Source: an optimization exercise on an open RTL-to-GDS flow (aim: small area, a short achievable clock period and few clock cycles per item). Production flows keep margins and buffers that such runs may drop.
The RTL was checked by simulation tests, not by an equivalence proof against the original design.
Power figures rest on the tool's default switching activity, not on a simulated workload.

[flow/run.sh]
#!/bin/bash
# synth_recipe.tcl (not shown) runs the flow's synth.tcl, then flattens the netlist and writes it again
# the make line also repeats each setting of config.mk as NAME=value (left out here)
make -C /OpenROAD-flow-scripts/flow DESIGN_CONFIG=/design/flow/config.mk WORK_HOME=/design/flow/orfs CLKGATE_MAP_FILE= SYNTH_SCRIPT=/design/flow/synth_recipe.tcl finish
[flow/config.mk]
export PLATFORM = sky130hd
export DESIGN_NAME = mini_mips_core
export DESIGN_NICKNAME = mini_mips_core
export VERILOG_FILES = /design/flow/design.v
export SDC_FILE = /design/flow/constraint.sdc
export NUM_CORES = 4
export LEC_CHECK = 0
export CAP_MARGIN = 20
export CORE_MARGIN = 2
export CORE_UTILIZATION = 40
export SLEW_MARGIN = 20
[flow/constraint.sdc]
create_clock -name core_clock -period 6.0 [get_ports {clk}]
set_input_delay 1.2000 -clock core_clock [delete_from_list [all_inputs] [get_ports {clk}]]
set_output_delay 1.2000 -clock core_clock [all_outputs]
set_load 0.01 [all_outputs]
[flow/design.v]
`timescale 1ns/1ps
`default_nettype none
package mini_mips_pkg;
    typedef logic [31:0] word_t;
    typedef logic [4:0]  reg_addr_t;
    typedef logic [4:0]  shamt_t;
    typedef logic [3:0]  alu_op_t;
    typedef enum logic [1:0] {
        FETCH_REQ,
        FETCH_RELEASE,
        FETCH_IDLE
    } fetch_state_t;
    localparam alu_op_t ALU_ADD  = 4'd0;
    localparam alu_op_t ALU_SUB  = 4'd1;
    localparam alu_op_t ALU_AND  = 4'd2;
    localparam alu_op_t ALU_OR   = 4'd3;
    localparam alu_op_t ALU_XOR  = 4'd4;
    localparam alu_op_t ALU_NOR  = 4'd5;
    localparam alu_op_t ALU_SLT  = 4'd6;
    localparam alu_op_t ALU_SLTU = 4'd7;
    localparam alu_op_t ALU_SLL  = 4'd8;
    localparam alu_op_t ALU_SRL  = 4'd9;
    localparam alu_op_t ALU_LUI  = 4'd10;
    localparam logic [5:0] OP_RTYPE = 6'h00;
    localparam logic [5:0] OP_ADDIU = 6'h09;
    localparam logic [5:0] OP_SLTI  = 6'h0a;
    localparam logic [5:0] OP_ANDI  = 6'h0c;
    localparam logic [5:0] OP_ORI   = 6'h0d;
    localparam logic [5:0] OP_XORI  = 6'h0e;
    localparam logic [5:0] OP_LUI   = 6'h0f;
    localparam logic [5:0] FN_SLL  = 6'h00;
    localparam logic [5:0] FN_SRL  = 6'h02;
    localparam logic [5:0] FN_ADDU = 6'h21;
    localparam logic [5:0] FN_SUBU = 6'h23;
    localparam logic [5:0] FN_AND  = 6'h24;
    localparam logic [5:0] FN_OR   = 6'h25;
    localparam logic [5:0] FN_XOR  = 6'h26;
    localparam logic [5:0] FN_NOR  = 6'h27;
    localparam logic [5:0] FN_SLT  = 6'h2a;
    localparam logic [5:0] FN_SLTU = 6'h2b;
    localparam word_t RESET_PC = 32'h0000_0000;
    localparam word_t PC_STEP  = 32'd4;
endpackage
`default_nettype wire
`timescale 1ns/1ps
`default_nettype none
module fetch_stage (
    input  wire                  clk,
    input  wire                  rst,
    input  mini_mips_pkg::word_t boot_addr,
    output logic                 imem_req,
    output mini_mips_pkg::word_t imem_addr,
    input  wire                  imem_ack,
    input  mini_mips_pkg::word_t imem_data,
    output logic                 instr_valid,
    output mini_mips_pkg::word_t instr
);
    mini_mips_pkg::fetch_state_t state;
    mini_mips_pkg::word_t        pc;
    logic         capture;
    assign imem_req  = (state == mini_mips_pkg::FETCH_REQ);
    assign imem_addr = pc;
    assign capture   = (state == mini_mips_pkg::FETCH_REQ) && imem_ack;
    always_ff @(posedge clk) begin
        if (rst) begin
            state       <= mini_mips_pkg::FETCH_IDLE;
            pc          <= boot_addr;
            instr_valid <= 1'b0;
        end else begin
            instr_valid <= 1'b0;
            case (state)
                mini_mips_pkg::FETCH_IDLE: begin
                    state <= mini_mips_pkg::FETCH_REQ;
                end
                mini_mips_pkg::FETCH_REQ: begin
                    if (imem_ack) begin
                        state       <= mini_mips_pkg::FETCH_RELEASE;
                        pc          <= pc + mini_mips_pkg::PC_STEP;
                        instr_valid <= 1'b1;
                    end
                end
                mini_mips_pkg::FETCH_RELEASE: begin
                    if (!imem_ack) begin
                        state <= mini_mips_pkg::FETCH_REQ;
                    end
                end
                default: begin
                    state <= mini_mips_pkg::FETCH_IDLE;
                end
            endcase
        end
    end
    always_ff @(posedge clk) begin
        if (capture) begin
            instr <= imem_data;
        end
    end
endmodule
`default_nettype wire
`timescale 1ns/1ps
`default_nettype none
module reg_file (
    input  wire                       clk,
    input  wire                       rst,
    input  mini_mips_pkg::reg_addr_t  rd_rs_addr,
    input  mini_mips_pkg::reg_addr_t  rd_rt_addr,
    output mini_mips_pkg::word_t      rd_rs_data,
    output mini_mips_pkg::word_t      rd_rt_data,
    input  wire                       we,
    input  mini_mips_pkg::reg_addr_t  waddr,
    input  mini_mips_pkg::word_t      wdata
);
    mini_mips_pkg::word_t regs [1:31];
    logic  wr_hit;
    assign wr_hit = we && (waddr != '0);
    always_ff @(posedge clk) begin
        if (rst) begin
            for (int i = 1; i < 32; i++) begin
                regs[i] <= '0;
            end
        end else if (wr_hit) begin
            regs[waddr] <= wdata;
        end
    end
    assign rd_rs_data = (rd_rs_addr == '0) ? '0 :
                        (wr_hit && waddr == rd_rs_addr) ? wdata : regs[rd_rs_addr];
    assign rd_rt_data = (rd_rt_addr == '0) ? '0 :
                        (wr_hit && waddr == rd_rt_addr) ? wdata : regs[rd_rt_addr];
endmodule
`default_nettype wire
`timescale 1ns/1ps
`default_nettype none
module decode_stage (
    input  wire                      clk,
    input  wire                      rst,
    input  wire                      instr_valid,
    input  mini_mips_pkg::word_t     instr,
    output mini_mips_pkg::reg_addr_t rd_rs_addr,
    output mini_mips_pkg::reg_addr_t rd_rt_addr,
    input  mini_mips_pkg::word_t     rd_rs_data,
    input  mini_mips_pkg::word_t     rd_rt_data,
    input  wire                      fwd_en,
    input  mini_mips_pkg::reg_addr_t fwd_addr,
    input  mini_mips_pkg::word_t     fwd_data,
    output logic                     ex_valid,
    output mini_mips_pkg::alu_op_t   ex_alu_op,
    output mini_mips_pkg::reg_addr_t ex_dest,
    output logic                     ex_write_en,
    output mini_mips_pkg::word_t     ex_operand_a,
    output mini_mips_pkg::word_t     ex_operand_b
);
    logic [5:0] opcode;
    logic [5:0] funct;
    mini_mips_pkg::reg_addr_t  rs_idx;
    mini_mips_pkg::reg_addr_t  rt_idx;
    mini_mips_pkg::reg_addr_t  rd_idx;
    mini_mips_pkg::shamt_t     shamt;
    logic [15:0] imm;
    mini_mips_pkg::alu_op_t    alu_op;
    mini_mips_pkg::reg_addr_t  dest;
    logic       known;
    logic       is_shift;
    logic       imm_signed;
    mini_mips_pkg::word_t      rs_val;
    mini_mips_pkg::word_t      rt_val;
    mini_mips_pkg::word_t      imm_ext;
    mini_mips_pkg::word_t      op_a;
    mini_mips_pkg::word_t      op_b;
    function automatic [31:0] pick_src(input [4:0] idx, input [31:0] file_val);
        if (fwd_en && idx != 5'd0 && fwd_addr == idx) begin
            pick_src = fwd_data;
        end else begin
            pick_src = file_val;
        end
    endfunction
    assign opcode = instr[31:26];
    assign rs_idx = instr[25:21];
    assign rt_idx = instr[20:16];
    assign rd_idx = instr[15:11];
    assign shamt  = instr[10:6];
    assign funct  = instr[5:0];
    assign imm    = instr[15:0];
    assign rd_rs_addr = rs_idx;
    assign rd_rt_addr = rt_idx;
    assign rs_val = pick_src(rs_idx, rd_rs_data);
    assign rt_val = pick_src(rt_idx, rd_rt_data);
    always_comb begin
        alu_op     = mini_mips_pkg::ALU_ADD;
        dest       = rt_idx;
        known      = 1'b1;
        is_shift   = 1'b0;
        imm_signed = 1'b0;
        case (opcode)
            mini_mips_pkg::OP_RTYPE: begin
                dest = rd_idx;
                case (funct)
                    mini_mips_pkg::FN_ADDU: alu_op = mini_mips_pkg::ALU_ADD;
                    mini_mips_pkg::FN_SUBU: alu_op = mini_mips_pkg::ALU_SUB;
                    mini_mips_pkg::FN_AND:  alu_op = mini_mips_pkg::ALU_AND;
                    mini_mips_pkg::FN_OR:   alu_op = mini_mips_pkg::ALU_OR;
                    mini_mips_pkg::FN_XOR:  alu_op = mini_mips_pkg::ALU_XOR;
                    mini_mips_pkg::FN_NOR:  alu_op = mini_mips_pkg::ALU_NOR;
                    mini_mips_pkg::FN_SLT:  alu_op = mini_mips_pkg::ALU_SLT;
                    mini_mips_pkg::FN_SLTU: alu_op = mini_mips_pkg::ALU_SLTU;
                    mini_mips_pkg::FN_SLL: begin
                        alu_op   = mini_mips_pkg::ALU_SLL;
                        is_shift = 1'b1;
                    end
                    mini_mips_pkg::FN_SRL: begin
                        alu_op   = mini_mips_pkg::ALU_SRL;
                        is_shift = 1'b1;
                    end
                    default: known = 1'b0;
                endcase
            end
            mini_mips_pkg::OP_ADDIU: begin
                alu_op     = mini_mips_pkg::ALU_ADD;
                imm_signed = 1'b1;
            end
            mini_mips_pkg::OP_SLTI: begin
                alu_op     = mini_mips_pkg::ALU_SLT;
                imm_signed = 1'b1;
            end
            mini_mips_pkg::OP_ANDI: alu_op = mini_mips_pkg::ALU_AND;
            mini_mips_pkg::OP_ORI:  alu_op = mini_mips_pkg::ALU_OR;
            mini_mips_pkg::OP_XORI: alu_op = mini_mips_pkg::ALU_XOR;
            mini_mips_pkg::OP_LUI:  alu_op = mini_mips_pkg::ALU_LUI;
            default: known = 1'b0;
        endcase
    end
    assign imm_ext = imm_signed ? {{16{imm[15]}}, imm} : {16'h0000, imm};
    assign op_a = is_shift ? rt_val : rs_val;
    assign op_b = is_shift ? 32'(shamt) :
                  (opcode == mini_mips_pkg::OP_RTYPE) ? rt_val : imm_ext;
    always_ff @(posedge clk) begin
        if (rst) begin
            ex_valid <= 1'b0;
        end else begin
            ex_valid <= instr_valid;
        end
    end
    always_ff @(posedge clk) begin
        if (instr_valid) begin
            ex_alu_op    <= alu_op;
            ex_dest      <= dest;
            ex_write_en  <= known && (dest != '0);
            ex_operand_a <= op_a;
            ex_operand_b <= op_b;
        end
    end
endmodule
`default_nettype wire
`timescale 1ns/1ps
`default_nettype none
module execute_stage (
    input  wire                       clk,
    input  wire                       rst,
    input  wire                       ex_valid,
    input  mini_mips_pkg::alu_op_t    ex_alu_op,
    input  mini_mips_pkg::reg_addr_t  ex_dest,
    input  wire                       ex_write_en,
    input  mini_mips_pkg::word_t      ex_operand_a,
    input  mini_mips_pkg::word_t      ex_operand_b,
    output logic                      fwd_en,
    output mini_mips_pkg::reg_addr_t  fwd_addr,
    output mini_mips_pkg::word_t      fwd_data,
    output logic                      wb_valid,
    output mini_mips_pkg::reg_addr_t  wb_addr,
    output mini_mips_pkg::word_t      wb_data
);
    mini_mips_pkg::word_t  result;
    mini_mips_pkg::shamt_t sh;
    logic   do_write;
    assign sh = ex_operand_b[4:0];
    always_comb begin
        case (ex_alu_op)
            mini_mips_pkg::ALU_ADD:  result = ex_operand_a + ex_operand_b;
            mini_mips_pkg::ALU_SUB:  result = ex_operand_a - ex_operand_b;
            mini_mips_pkg::ALU_AND:  result = ex_operand_a & ex_operand_b;
            mini_mips_pkg::ALU_OR:   result = ex_operand_a | ex_operand_b;
            mini_mips_pkg::ALU_XOR:  result = ex_operand_a ^ ex_operand_b;
            mini_mips_pkg::ALU_NOR:  result = ~(ex_operand_a | ex_operand_b);
            mini_mips_pkg::ALU_SLT:  result = 32'($signed(ex_operand_a) < $signed(ex_operand_b));
            mini_mips_pkg::ALU_SLTU: result = 32'(ex_operand_a < ex_operand_b);
            mini_mips_pkg::ALU_SLL:  result = ex_operand_a << sh;
            mini_mips_pkg::ALU_SRL:  result = ex_operand_a >> sh;
            mini_mips_pkg::ALU_LUI:  result = {ex_operand_b[15:0], 16'h0000};
            default:  result = '0;
        endcase
    end
    assign do_write = ex_valid && ex_write_en;
    assign fwd_en   = do_write;
    assign fwd_addr = ex_dest;
    assign fwd_data = result;
    always_ff @(posedge clk) begin
        if (rst) begin
            wb_valid <= 1'b0;
        end else begin
            wb_valid <= do_write;
        end
    end
    always_ff @(posedge clk) begin
        if (do_write) begin
            wb_addr <= ex_dest;
            wb_data <= result;
        end
    end
endmodule
`default_nettype wire
`timescale 1ns/1ps
`default_nettype none
module mini_mips_core (
    input  wire                       clk,
    input  wire                       rst,
    input  mini_mips_pkg::word_t      boot_addr,
    output logic                      imem_req,
    output mini_mips_pkg::word_t      imem_addr,
    input  wire                       imem_ack,
    input  mini_mips_pkg::word_t      imem_data,
    output logic                      wb_valid,
    output mini_mips_pkg::reg_addr_t  wb_addr,
    output mini_mips_pkg::word_t      wb_data
);
    logic      instr_valid;
    mini_mips_pkg::word_t     instr;
    logic      fwd_en;
    mini_mips_pkg::reg_addr_t fwd_addr;
    mini_mips_pkg::word_t     fwd_data;
    mini_mips_pkg::reg_addr_t rd_rs_addr;
    mini_mips_pkg::reg_addr_t rd_rt_addr;
    mini_mips_pkg::word_t     rd_rs_data;
    mini_mips_pkg::word_t     rd_rt_data;
    logic      ex_valid;
    mini_mips_pkg::alu_op_t   ex_alu_op;
    mini_mips_pkg::reg_addr_t ex_dest;
    logic      ex_write_en;
    mini_mips_pkg::word_t     ex_operand_a;
    mini_mips_pkg::word_t     ex_operand_b;
    fetch_stage u_fetch (
        .clk         (clk),
        .rst         (rst),
        .boot_addr   (boot_addr),
        .imem_req    (imem_req),
        .imem_addr   (imem_addr),
        .imem_ack    (imem_ack),
        .imem_data   (imem_data),
        .instr_valid (instr_valid),
        .instr       (instr)
    );
    decode_stage u_decode (
        .clk          (clk),
        .rst          (rst),
        .instr_valid  (instr_valid),
        .instr        (instr),
        .rd_rs_addr   (rd_rs_addr),
        .rd_rt_addr   (rd_rt_addr),
        .rd_rs_data   (rd_rs_data),
        .rd_rt_data   (rd_rt_data),
        .fwd_en       (fwd_en),
        .fwd_addr     (fwd_addr),
        .fwd_data     (fwd_data),
        .ex_valid     (ex_valid),
        .ex_alu_op    (ex_alu_op),
        .ex_dest      (ex_dest),
        .ex_write_en  (ex_write_en),
        .ex_operand_a (ex_operand_a),
        .ex_operand_b (ex_operand_b)
    );
    reg_file u_reg_file (
        .clk        (clk),
        .rst        (rst),
        .rd_rs_addr (rd_rs_addr),
        .rd_rt_addr (rd_rt_addr),
        .rd_rs_data (rd_rs_data),
        .rd_rt_data (rd_rt_data),
        .we         (wb_valid),
        .waddr      (wb_addr),
        .wdata      (wb_data)
    );
    execute_stage u_execute (
        .clk          (clk),
        .rst          (rst),
        .ex_valid     (ex_valid),
        .ex_alu_op    (ex_alu_op),
        .ex_dest      (ex_dest),
        .ex_write_en  (ex_write_en),
        .ex_operand_a (ex_operand_a),
        .ex_operand_b (ex_operand_b),
        .fwd_en       (fwd_en),
        .fwd_addr     (fwd_addr),
        .fwd_data     (fwd_data),
        .wb_valid     (wb_valid),
        .wb_addr      (wb_addr),
        .wb_data      (wb_data)
    );
endmodule
`default_nettype wire
==> notes.md <==
[cell usage after synthesis (28+ instances only)]
cell / instances / share of area, %
sky130_fd_sc_hd__xor2_1: 28 / 0.34
sky130_fd_sc_hd__a211oi_1: 54 / 0.57
sky130_fd_sc_hd__a22oi_1: 42 / 0.44
sky130_fd_sc_hd__nor2_1: 238 / 1.2
sky130_fd_sc_hd__buf_2: 42 / 0.29
sky130_fd_sc_hd__inv_1: 103 / 0.54
sky130_fd_sc_hd__o21ai_0: 150 / 1.0
sky130_fd_sc_hd__a21oi_1: 143 / 1.0
sky130_fd_sc_hd__a221o_1: 32 / 0.45
sky130_fd_sc_hd__clkbuf_1: 374 / 2.0
sky130_fd_sc_hd__nand3_1: 47 / 0.33
sky130_fd_sc_hd__nand2_1: 218 / 1.1
sky130_fd_sc_hd__mux2_2: 30 / 0.47
sky130_fd_sc_hd__mux2i_1: 103 / 1.4
sky130_fd_sc_hd__o211ai_1: 35 / 0.37
sky130_fd_sc_hd__or2_2: 38 / 0.33
sky130_fd_sc_hd__edfxtp_1: 1199 / 50
sky130_fd_sc_hd__and2_1: 1009 / 8.8
sky130_fd_sc_hd__ha_1: 98 / 1.7
sky130_fd_sc_hd__buf_1: 77 / 0.40
sky130_fd_sc_hd__mux4_2: 698 / 22
sky130_fd_sc_hd__nor3_1: 43 / 0.30
[path summary, 6_finish.rpt]
| path | from | endpoint | slack (ps) | cells after the start |
|---|---|---|---|---|
| setup / recovery | u_decode.ex_operand_a[10] | u_decode.ex_operand_a[0] | 1140 | 10 |
| hold / removal | u_fetch.state[1] | u_fetch.state[1] | 470 | 1 |
| setup reg to reg | u_decode.ex_operand_a[10] | u_decode.ex_operand_a[0] | 1140 | 10 |
| hold reg to reg | u_fetch.state[1] | u_fetch.state[1] | 470 | 1 |
[state kept, by name, summed over array words and instances (netlist names), named ones only]
name and flops:
u_fetch.pc 32, u_fetch.instr 32, u_decode.ex_operand_b 32, u_fetch.state 2, u_execute.wb_valid 1, u_decode.ex_valid 1, u_fetch.instr_valid 1, u_reg_file.regs 1024
u_execute.wb_data 32, u_execute.wb_addr 5, u_decode.ex_dest 5, u_decode.ex_write_en 1, u_decode.ex_alu_op 4, u_decode.ex_operand_a 32
[per-stage QoR]
step                area [um2]  power (W)  worst slack (ps)  hold slack, ps
floorplan                71800     0.0117              1560             441
global placement         76200     0.0129              1240             450
detailed placement       76200     0.0129              1200             464
CTS                      80700     0.0213              1190             478
global route             80700     0.0218               919             506
finish                   80700     0.0212              1140             473
[cell usage in the layout, fill, tap and decap left out, types with 42 or more instances in the layout]
cell type	count
sky130_fd_sc_hd__a211oi_1	54
sky130_fd_sc_hd__a21oi_1	143
sky130_fd_sc_hd__a22oi_1	42
sky130_fd_sc_hd__and2_1	1009
sky130_fd_sc_hd__buf_4	172
sky130_fd_sc_hd__clkbuf_16	146
sky130_fd_sc_hd__clkdlybuf4s50_1	136
sky130_fd_sc_hd__edfxtp_1	1199
sky130_fd_sc_hd__ha_1	98
sky130_fd_sc_hd__inv_1	102
sky130_fd_sc_hd__mux2i_1	103
sky130_fd_sc_hd__mux4_2	698
sky130_fd_sc_hd__nand2_1	217
sky130_fd_sc_hd__nand3_1	46
sky130_fd_sc_hd__nor2_1	204
sky130_fd_sc_hd__nor3_1	42
sky130_fd_sc_hd__o21ai_0	150
[kinds of logic after synthesis]
kind of cell             Yosys count
AND/OR/NAND/NOR                 1723
XOR/XNOR                          49
buffers and inverters            603
other                              1
flip-flops                      1214
adder cells (fa/ha/maj)          100
AO/OA/AOI/OAI                    670
multiplexers                     831
[layout make-up]
class,count,share of cell area (%)
flip-flops and latches,1214,45.0
multi-input cells,3405,41.5
clock buffers,185,4.74
repair buffers,329,3.78
well taps,2355,3.65
clock inverters,68,0.767
inverters,105,0.488
diodes,5,0.0155
[per-layer routing]
metal | vias to the layer above | GRT usage, % | part of all wire, %
met4 | 8 | 11.8 | 4.6
li1 | 20042 | - | -
met3 | 585 | 6.07 | 9.1
met1 | 25318 | 37.1 | 38
met5 | - | 0 | 0.019
met2 | 2808 | 45.7 | 48
[power by group]
part	switching (W)	internal (W)
clock network	0.00365	0.00482
registers	0.000298	0.00963
logic	0.00159	0.00126
total	0.00554	0.0157
[worst max-delay path, stage by stage (launching register included)]
cell and delay [ps]:
sky130_fd_sc_hd__edfxtp_1 630, sky130_fd_sc_hd__inv_1 90, sky130_fd_sc_hd__ha_1 500, sky130_fd_sc_hd__or4_1 690, sky130_fd_sc_hd__a211oi_1 790, sky130_fd_sc_hd__o311ai_1 290
sky130_fd_sc_hd__a2111oi_2 560, sky130_fd_sc_hd__o21ai_0 390, sky130_fd_sc_hd__a21o_1 310, sky130_fd_sc_hd__a221oi_1 280, sky130_fd_sc_hd__a21oi_1 70
==> impl_summary.log <==
INFO  metric synth_xor_xnor_area_share = less than 1%
INFO  metric first_global_vias = slightly below 50000
INFO  metric buffer_ports.inserted = 137
INFO  metric synth-compound-area-share = 6.45%
INFO  metric drt_first_pass_iters = 9
INFO  metric worstMarginPinSlew = 1180 ps
INFO  metric ant_nets = 0
INFO  metric grt_pass1_wl = 367000 um
INFO  metric floorplan.die.height = 427 um
INFO  metric min_period_over_period = 81.1%
INFO  metric worstSetupStartpointType = register
INFO  metric ys_types = between 90 and 100
INFO  metric grt_max_degree = 83
INFO  metric starting_utilization_of_the_core_area = 40.2%
INFO  metric final-max-slew-violation-count = 0
INFO  metric hold_class = register to register
INFO  metric first_iter_violations = 6766
INFO  metric final_core_util = a little under half
INFO  metric number_of_instances_in_the_synthesized_netlist = 5191
INFO  metric cts.hold.buffers_added = 0
INFO  metric synth_seq_cells = 1214
INFO  metric layout.cells.non_filler = 7666
INFO  metric fp.dieArea = 183000 um2
INFO  metric syn-cell-area = a little over 70000 um2
INFO  metric cts-resized-gates = 0
INFO  metric place_congestion = 1.02
INFO  metric outcome = finished clean
INFO  metric chipWidth = 427 um
INFO  metric clock_tree_buffer_depth = 3
INFO  metric clock-skew-final = 41.3 ps
INFO  metric clockRootBuffer = sky130_fd_sc_hd__clkbuf_16
INFO  metric synth_top_flop_cell = sky130_fd_sc_hd__edfxtp_1
INFO  metric antenna_found_initial = 18
INFO  metric setup-violations-final = 0
INFO  metric placed_cell_count = 7407
INFO  metric syn-mean-instance-area = 13.8 um2
INFO  metric clk_transition_reported_paths = around 60 ps
INFO  metric worstSetupEndpointType = register
INFO  metric area_taken_by_multi_input_logic_gates = 33500 um2
INFO  metric cts_tree = yes
INFO  metric synth.yosys.warnings = 4
INFO  metric simple_gate_share_of_the_synthesized_area = 13.5%
INFO  metric clock_sinks = 1214
INFO  metric totalNegativeSetupSlack = 0 ps
INFO  metric inserted_clock_buffers = around 140
INFO  metric crit_type = register to register
INFO  metric max_slew_margin = a little over a fifth
INFO  metric drc = 0
INFO  metric max_clock_freq = 0.206 GHz
INFO  metric via_density_per_instance = between 6 and 7
INFO  metric routed_wirelength = 258000 um
INFO  metric n_fill_cell = roughly 16000
INFO  metric ff_latch_area = 36300 um2
INFO  metric synth_top_family_by_area = multiplexers
INFO  metric nets = about 5400
INFO  metric hold_violations = 0
INFO  metric global_route.usage.total = 28.3%
INFO  metric power.density_cell_area = between 200 and 300 nW/um2
INFO  metric synth.area.mux_share = 23.8%
INFO  metric clock_tree.htree_level_count = 4
INFO  metric row_count = 155
INFO  metric yosys.area_share.adder = 1.77%
INFO  metric synth-edff-count = 1199
INFO  metric grt_setup_unrepaired = no
INFO  metric areaGrowthSynthToFinish = 12.6%
INFO  metric maximum_vdd_drop = 0.000315 V
INFO  metric floorplan.core_area = 178000 um2
INFO  metric max_cap_violations = 0
INFO  metric critical_path_peak_fanout = 14
INFO  metric hpwlAfterDp = 169000 um
INFO  metric leakage = 28.6 nW
INFO  metric post-cts-setup-buffer-count = 0
INFO  metric num_io_pins = 138
INFO  metric drt-wirelength-per-cell = 33.7 um
INFO  metric asyncSetResetFlopFracSynth = 0%
INFO  metric grt-ovfl-total = 0
INFO  metric final_layout_size_suffix_gt1_share = 23.3%
INFO  metric finalWorstPathRequiredPeriod = a little under 5000 ps
INFO  metric worst_ep_arrival_time = 5390 ps
INFO  metric total_number_of_vias = 48761
INFO  metric worstSkewPairLatency = 800 ps
INFO  metric fraction_of_the_yosys_area_taken_by_sequential_cells = 50.6%
INFO  metric worstPathRequired = 6530 ps
Testbench counts, summed over its fixed seeds: cycles 11,932, instrs 4,800.

what the ideal ports hide:
No port has a modelled driver above. Below, the same layout with a new extraction and two added sets of constraints.
Step 1, drivers: a clkbuf_16 drives clk and a buf_2 each remaining input, both assumed.
Step 2 adds t to the input delays and takes it off the output delays; t is the mean of the earliest and latest rising clock arrival at the registers after step 1. Input paths then give back, and output paths get back, about the clock's delay inside the block.
a / b / c = no drivers / after step 1 / after step 2; a / b = the first two.
t (ns): 0.863
setup WS [ns]: 1.137 / 1.137 / 1.137
worst slew at a driven data input, ns: 0.09
After both steps this run still meets setup and hold. For this run, drivers alone change the setup slack by 0.000 ns; drivers and shift together by 0.000 ns.
